From an optimization exercise on the open Yosys and OpenROAD flow, aimed at small area; shortcuts taken in it are not production practice. Function was checked by simulation only, so behaviour that the tests miss may differ from the original. Power figures rest on the tool's default switching activity, not on a simulated workload.

== try-indigo ==
Design mvm_host_ctrl, start of the top module:
module mvm_host_ctrl #(
   parameter int k       = 8,
   parameter int b       = 8,
   parameter int timeout = 4096
) (
   input  logic                  clk,
   input  logic                  reset,
   input  logic                  cmd_valid,
   output logic                  cmd_ready,
   input  logic [1:0]            cmd_mode,
   input  logic                  in_valid,
   output logic                  in_ready,
   input  logic signed [b-1:0]   in_data,
   output logic                  loadMatrix,
   output logic                  loadVector,
   output logic                  start,
   output logic signed [b-1:0]   data_in,
   input  logic                  done,
   input  logic signed [2*b-1:0] data_out,
   output logic                  res_valid,
   input  logic                  res_ready,
   output logic signed [2*b-1:0] res_data,
   output logic                  res_last,
   output logic                  busy,
   output logic                  err
);
   localparam int NW = k*k + k;       
   localparam int TW = $clog2(timeout);
   typedef enum logic [3:0] {
      S_IDLE    = 4'd0,
      S_ERR     = 4'd1,    
      S_FILL    = 4'd2,
      S_LOAD1   = 4'd3,
      S_STREAM1 = 4'd4,
      S_LOAD2   = 4'd5,
      S_STREAM2 = 4'd6,
      S_START   = 4'd7,
      S_WAIT    = 4'd8,
      S_CAPTURE = 4'd9,
      S_DRAIN   = 4'd10
   } state_t;
   state_t           state_q, state_d;
   logic [1:0]       mode_q;
   logic [TW-1:0]    cnt_q, cnt_d;
   logic [8*NW-1:0]  ch_q;            
   logic             en;
   logic [7:0]       tap;
   wire idle    = (state_q == S_IDLE) || (state_q == S_ERR);
   wire fill    = (state_q == S_FILL);
   wire stream  = (state_q == S_STREAM1) || (state_q == S_STREAM2);
   wire capture = (state_q == S_CAPTURE);
   wire drain   = (state_q == S_DRAIN);
   wire waiting = (state_q == S_WAIT);
   wire results = capture || drain;
   wire c_71   = cnt_q[6] & (&cnt_q[2:0]);
   wire c_63   = &cnt_q[5:0];
   wire c_7    = &cnt_q[2:0];
  ...
For scale: roughly 770 cells after synthesis, about 590 flip-flops, about 65 I/O pins.
Settings: LEC_CHECK=0, CAP_MARGIN=20, CORE_MARGIN=2, CORE_UTILIZATION=70, SLEW_MARGIN=20; clock period 5.0 ns.
standard.sh (not shown) runs the stock make flow with config.mk's settings and CLKGATE_MAP_FILE= SYNTH_SCRIPT=/design/flow/synth_recipe.tcl, a recipe that flattens the netlist after the stock synthesis.
==> flow/flow/run.sh <==
#!/bin/bash
# The standard layout, with two changes: the ports get the smallest buffer
# (sky130 buf_1) instead of the one buffer_ports picks by default, and clock
# tree synthesis inserts no dummy loads. Every other step is the standard flow's own.
set -euo pipefail
cd "$(dirname "$0")/.."
bash standard.sh \
  "BUFFER_PORTS_ARGS=-buffer_cell sky130_fd_sc_hd__buf_1" \
  "CTS_ARGS=-sink_clustering_enable -repair_clock_nets -dont_use_dummy_load -buf_list sky130_fd_sc_hd__clkbuf_8 -sink_clustering_size 18 -sink_clustering_max_diameter 40" \
  finish > standard.log 2>&1
try-indigo finished every stage and its layout cleared the timing, DRC and antenna checks.
diff inputs: try-indigo => try-tundra
- setting CTS_CLUSTER_DIAMETER to 60 for the first time
- setting CTS_CLUSTER_SIZE to 30 for the first time
- setting CTS_BUF_LIST to sky130_fd_sc_hd__clkbuf_16 for the first time
==> flow/run.sh (new file) <==
#!/bin/bash
# synth_recipe.tcl (not shown) runs the flow's synth.tcl, then flattens the netlist and writes it again
# the make line also repeats each setting of config.mk as NAME=value (left out here)
make -C /OpenROAD-flow-scripts/flow DESIGN_CONFIG=/design/flow/config.mk WORK_HOME=/design/flow/orfs CLKGATE_MAP_FILE= SYNTH_SCRIPT=/design/flow/synth_recipe.tcl finish
removed: flow/flow/run.sh
removed: flow/standard.sh
[summary]
Diff try-indigo -> try-tundra: internal power increased by 8.7% relative to the old numbers, first-pass GRT wire length went up. Relative to try-indigo, share of power burned in combinational logic has decreased by 0.8 points in try-tundra. Compared to try-indigo, the router laid down more metal wire for try-tundra.
Input changes introduced in try-willow (baseline for comparison: try-tundra):
- a deleted CTS_CLUSTER_SIZE that had been 30
- a deleted CTS_CLUSTER_DIAMETER that had been 60
- a deleted CTS_BUF_LIST that had been sky130_fd_sc_hd__clkbuf_16
==> flow/flow/run.sh (new file) <==
#!/bin/bash
# The standard layout, with two changes: the ports get the smallest buffer
# (sky130 buf_1) instead of the one buffer_ports picks by default, and clock
# tree synthesis inserts no dummy loads. Every other step is the standard flow's own.
set -euo pipefail
cd "$(dirname "$0")/.."
bash standard.sh \
  "BUFFER_PORTS_ARGS=-buffer_cell sky130_fd_sc_hd__buf_1" \
  "CTS_ARGS=-sink_clustering_enable -repair_clock_nets -dont_use_dummy_load -buf_list sky130_fd_sc_hd__clkbuf_8 -sink_clustering_size 24 -sink_clustering_max_diameter 40" \
  finish > standard.log 2>&1
==> flow/standard.sh (new file) <==
#!/bin/bash
# synth_recipe.tcl (not shown) runs the flow's synth.tcl, then flattens the netlist and writes it again
# the make line also repeats each setting of config.mk as NAME=value (left out here)
make -C /OpenROAD-flow-scripts/flow DESIGN_CONFIG=/design/flow/config.mk WORK_HOME=/design/flow/orfs CLKGATE_MAP_FILE= SYNTH_SCRIPT=/design/flow/synth_recipe.tcl "${@:-finish}"
removed: flow/run.sh
Notes after the runs:
[try-willow vs try-tundra] share of total power in the clock network: lower in try-willow
try-willow against try-tundra: minimum setup slack in the final design rose by 0.32 ns, first-iteration DRC count fell by about 21%.
Changes observed in try-willow relative to try-tundra: clock-buffer cell count shows an increase of 11; register-to-register setup slack shows an increase of 0.12 ns; final critical-path share of the clock period shrank by 6.5 points; fraction of met2 tracks used by global routing now sits lower; net count reported at finish shows an increase of 18.
try-willow ended up with data_in[4] as its destination of the critical timing path; try-tundra ended up with data_in[6].
try-tundra → try-willow: cell area shrank by 880 um2, final core area utilization dropped 3.3 points.

---

job 6635:
The RTL this note starts from:
==> flow/design.v <==
module mvm_host_ctrl #(
   parameter int k       = 8,
   parameter int b       = 8,
   parameter int timeout = 4096
) (
   input  logic                  clk,
   input  logic                  reset,
   input  logic                  cmd_valid,
   output logic                  cmd_ready,
   input  logic [1:0]            cmd_mode,
   input  logic                  in_valid,
   output logic                  in_ready,
   input  logic signed [b-1:0]   in_data,
   output logic                  loadMatrix,
   output logic                  loadVector,
   output logic                  start,
   output logic signed [b-1:0]   data_in,
   input  logic                  done,
   input  logic signed [2*b-1:0] data_out,
   output logic                  res_valid,
   input  logic                  res_ready,
   output logic signed [2*b-1:0] res_data,
   output logic                  res_last,
   output logic                  busy,
   output logic                  err
);
   localparam int NW = k*k + k;       
   localparam int TW = $clog2(timeout);
   typedef enum logic [3:0] {
      S_IDLE    = 4'd0,
      S_ERR     = 4'd1,    
      S_FILL    = 4'd2,
      S_LOAD1   = 4'd3,
      S_STREAM1 = 4'd4,
      S_LOAD2   = 4'd5,
      S_STREAM2 = 4'd6,
      S_START   = 4'd7,
      S_WAIT    = 4'd8,
      S_CAPTURE = 4'd9,
      S_DRAIN   = 4'd10
   } state_t;
   state_t           state_q, state_d;
   logic [1:0]       mode_q;
   logic [TW-1:0]    cnt_q, cnt_d;
   logic [8*NW-1:0]  ch_q;            
   logic             en;
   wire idle    = (state_q == S_IDLE) || (state_q == S_ERR);
   wire fill    = (state_q == S_FILL);
   wire stream  = (state_q == S_STREAM1) || (state_q == S_STREAM2);
   wire capture = (state_q == S_CAPTURE);
   wire drain   = (state_q == S_DRAIN);
   wire waiting = (state_q == S_WAIT);
   wire c_71   = cnt_q[6] & (&cnt_q[2:0]);
   wire c_63   = &cnt_q[5:0];
   wire c_7    = &cnt_q[2:0];
   wire c_tmo  = &cnt_q[TW-1:1];      
   wire fill_last = mode_q[1] ? (mode_q[0] ? c_7 : c_63) : c_71;
   wire first_last = mode_q[0] ? c_7 : c_63;
   always_comb begin
      state_d = state_q;
      case (state_q)
         S_IDLE, S_ERR: if (cmd_valid) state_d = S_FILL;
                        else           state_d = S_IDLE;
         S_FILL:    if (in_valid && fill_last) state_d = S_LOAD1;
         S_LOAD1:   state_d = S_STREAM1;
         S_STREAM1: if (first_last) begin
                       if (mode_q[1]) state_d = S_START;
                       else           state_d = S_LOAD2;
                    end
         S_LOAD2:   state_d = S_STREAM2;
         S_STREAM2: if (c_71) state_d = S_START;
         S_START:   state_d = S_WAIT;
         S_WAIT:    if (done) state_d = S_CAPTURE;
                    else if (c_tmo) state_d = S_ERR;
         S_CAPTURE: if (c_7) state_d = S_DRAIN;
         S_DRAIN:   if (res_ready && c_7) state_d = S_IDLE;
         default:   state_d = S_IDLE;
      endcase
   end
   wire sh_in  = (fill && in_valid) || stream;
   wire sh_res = capture || (drain && res_ready);
   assign en = sh_in || sh_res || idle || waiting || (state_q == S_START);
   wire c_clr = idle || (state_q == S_LOAD1) || (state_q == S_START) || (waiting && done);
   wire c_inc = en;
   always_comb begin
      if (c_clr) cnt_d = '0;
      else       cnt_d = cnt_q + TW'(c_inc);
   end
   always_ff @(posedge clk) begin
      if (reset) state_q <= S_IDLE;
      else       state_q <= state_d;
      cnt_q <= cnt_d;
      if (idle) mode_q <= cmd_mode;
   end
   wire hold = (state_q == S_LOAD1) || (state_q == S_LOAD2)
               || (fill && !in_valid) || (drain && !res_ready);
   always_ff @(posedge clk) begin
      ch_q[7:0]                <= ({8{sh_in}} & in_data)
                                | ({8{sh_res}} & data_out[7:0])
                                | ({8{hold}} & ch_q[7:0]);
      ch_q[8*k-1:8]            <= ({8*(k-1){en}} & ch_q[8*k-9:0])
                                | ({8*(k-1){hold}} & ch_q[8*k-1:8]);
      ch_q[8*k +: 8]           <= ({8{sh_in}} & ch_q[8*(k-1) +: 8])
                                | ({8{sh_res}} & data_out[15:8])
                                | ({8{hold}} & ch_q[8*k +: 8]);
      ch_q[8*NW-1:8*(k+1)]     <= ({8*(NW-k-1){en}} & ch_q[8*NW-9:8*k])
                                | ({8*(NW-k-1){hold}} & ch_q[8*NW-1:8*(k+1)]);
   end
   wire t_all = stream && !mode_q[1];
   wire t_mat = stream && (mode_q == 2'd2);
   wire t_vec = stream && (mode_q == 2'd3);
   assign cmd_ready  = idle;
   assign busy       = !idle;
   assign in_ready   = fill;
   assign err        = (state_q == S_ERR);
   assign start      = (state_q == S_START);
   assign loadMatrix = ((state_q == S_LOAD1) && !mode_q[0]) || ((state_q == S_LOAD2) &&  mode_q[0]);
   assign loadVector = ((state_q == S_LOAD1) &&  mode_q[0]) || ((state_q == S_LOAD2) && !mode_q[0]);
   assign data_in    = ({8{t_all}} & ch_q[8*(NW-1) +: 8])
                     | ({8{t_mat}} & ch_q[8*(k*k-1) +: 8])
                     | ({8{t_vec}} & ch_q[8*(k-1) +: 8]);
   assign res_valid  = drain;
   assign res_data   = {ch_q[8*(2*k-1) +: 8], ch_q[8*(k-1) +: 8]};
   assign res_last   = drain && c_7;
endmodule
export LEC_CHECK = 0
export CAP_MARGIN = 0
export CORE_MARGIN = 2
export CORE_UTILIZATION = 90
export SLEW_MARGIN = 0
create_clock -name core_clock -period 5.0 [get_ports {clk}]
==> flow/flow/run.sh <==
#!/bin/bash
# The standard layout, with two changes: the ports get the smallest buffer
# (sky130 buf_1) instead of the one buffer_ports picks by default, and clock
# tree synthesis inserts no dummy loads. Every other step is the standard flow's own.
set -euo pipefail
cd "$(dirname "$0")/.."
bash standard.sh \
  "BUFFER_PORTS_ARGS=-buffer_cell sky130_fd_sc_hd__buf_1" \
  "CTS_ARGS=-sink_clustering_enable -repair_clock_nets -dont_use_dummy_load -buf_list sky130_fd_sc_hd__clkbuf_4 -sink_clustering_size 12 -sink_clustering_max_diameter 30" \
  finish > standard.log 2>&1
Stage in which a tool error killed job 6635: global placement without I/O (3_1_place_gp_skip_io).
Relative to job 6635, the following input files were edited for job 6453:
Settings: CORE_UTILIZATION: 90 -> 85.
-- flow/flow/run.sh --
<<< job 6635, line 10
>>> job 6453, line 10
  "REMOVE_ABC_BUFFERS=1" \
  "RECOVER_POWER=100" \
--- outcome ---
The flow ran to completion for all of job 6635 and job 6453 but job 6635, which stopped partway. What ended job 6635 was a tool error in global placement without I/O (3_1_place_gp_skip_io); the run never finished. Compared with job 6635, in job 6453 synthesized area comparable; initial cell density of the core lost 5.9 points; site row count shows an increase of 3.8%; post-synthesis instance total barely changed; count of state elements after synthesis about even. Job 6453 vs job 6635 — horizontal die dimension climbed by a few percent. Comparing job 6453 against job 6635, there is no change at all in sequential-to-total area share from yosys stat.
Modified inputs, job 4496 compared to job 6453
Settings: swapping 0 for 20 in SLEW_MARGIN; swapping 0 for 20 in CAP_MARGIN.
-- flow/flow/run.sh --
<<< job 6453, line 10
  "REMOVE_ABC_BUFFERS=1" \
  "RECOVER_POWER=100" \
>>> job 4496, line 10
Notes after the runs:
Job 4496 went all the way through synthesis, placement and routing and the layout is clean on timing, DRC and antenna.
When job 4496 is measured against job 6453, its number of maximum-capacitance violations turns out 2 lower.
Clock-cell share of area: job 4496 vs job 6453, no meaningful difference
Job 4496 vs job 6453 on number of global-route vias before repair: job 4496 is the lower one.
Worst setup slack improves in job 4496 relative to job 6453.
Launching instance or port of the critical path = state_q[1]: job 6453; launching instance or port of the critical path = state_q[2]: job 4496
Modified inputs, job 981 compared to job 4496
Settings: a change of SLEW_MARGIN from 20 to 0; a change of CAP_MARGIN from 20 to 0.
-- flow/flow/run.sh --
<<< job 4496, line 9
  "CTS_ARGS=-sink_clustering_enable -repair_clock_nets -dont_use_dummy_load -buf_list sky130_fd_sc_hd__clkbuf_4 -sink_clustering_size 12 -sink_clustering_max_diameter 30" \
>>> job 981, line 9
  "CTS_ARGS=-sink_clustering_enable -repair_clock_nets -dont_use_dummy_load -buf_list {sky130_fd_sc_hd__clkbuf_2 sky130_fd_sc_hd__clkbuf_4 sky130_fd_sc_hd__clkbuf_8} -sink_clustering_size 10 -sink_clustering_max_diameter 25" \
Results
Row wire length of the first global-routing pass: job 981 higher / job 4496 lower. Multi-input gate share of the layout cell area (job 981 over job 4496): decrease, 1.2 points. [compare] base=job 4496 new=job 981: wire length after detailed routing increased about 28%; post-synthesis instance area held steady; net total in the final layout now sits higher. Measured against each other, job 4496 and job 981 differ in number of antenna violations at the first check in global routing, the lower figure coming from job 981. Summary of job 981 over job 4496: final worst hold slack up 0.027 ns, sequential cell area in the final layout roughly the same, clock network area share saw an increase, worst voltage drop across the vdd grid saw an increase, cts-stage hold buffer count about even.

==> re-timing with driven ports <==
No port has a modelled driver above. Below, the same layouts with a new extraction and two added sets of constraints.
Step 1 sets driving cells, clkbuf_16 on the clock port and buf_2 on the other inputs (assumed; they add their load-dependent delay and slew).
Step 2, shift: input delay + t, output delay - t, t = (earliest + latest rising clock arrival at the registers) / 2. This alone moves slack from input paths to output paths.
Three values: no drivers, after step 1, after step 2; two values: the first two.
run | t, ns | setup slack, ns | worst setup path after step 2
try-indigo | 0.592 | 1.667 / 1.624 / 1.762 | input to register
try-tundra | 0.566 | 1.315 / 1.270 / 1.350 | input to register
try-willow | 0.606 | 1.639 / 1.589 / 1.793 | input to register
job 6453 | 0.709 | 1.090 / 1.090 / 0.769 | input to register
job 4496 | 0.733 | 1.480 / 1.431 / 1.749 | input to register
job 981 | 0.644 | 1.360 / 1.316 / 1.630 | input to register
For job 6453, which loses most, drivers alone change the setup slack by 0.000 ns; drivers and shift together by -0.321 ns.
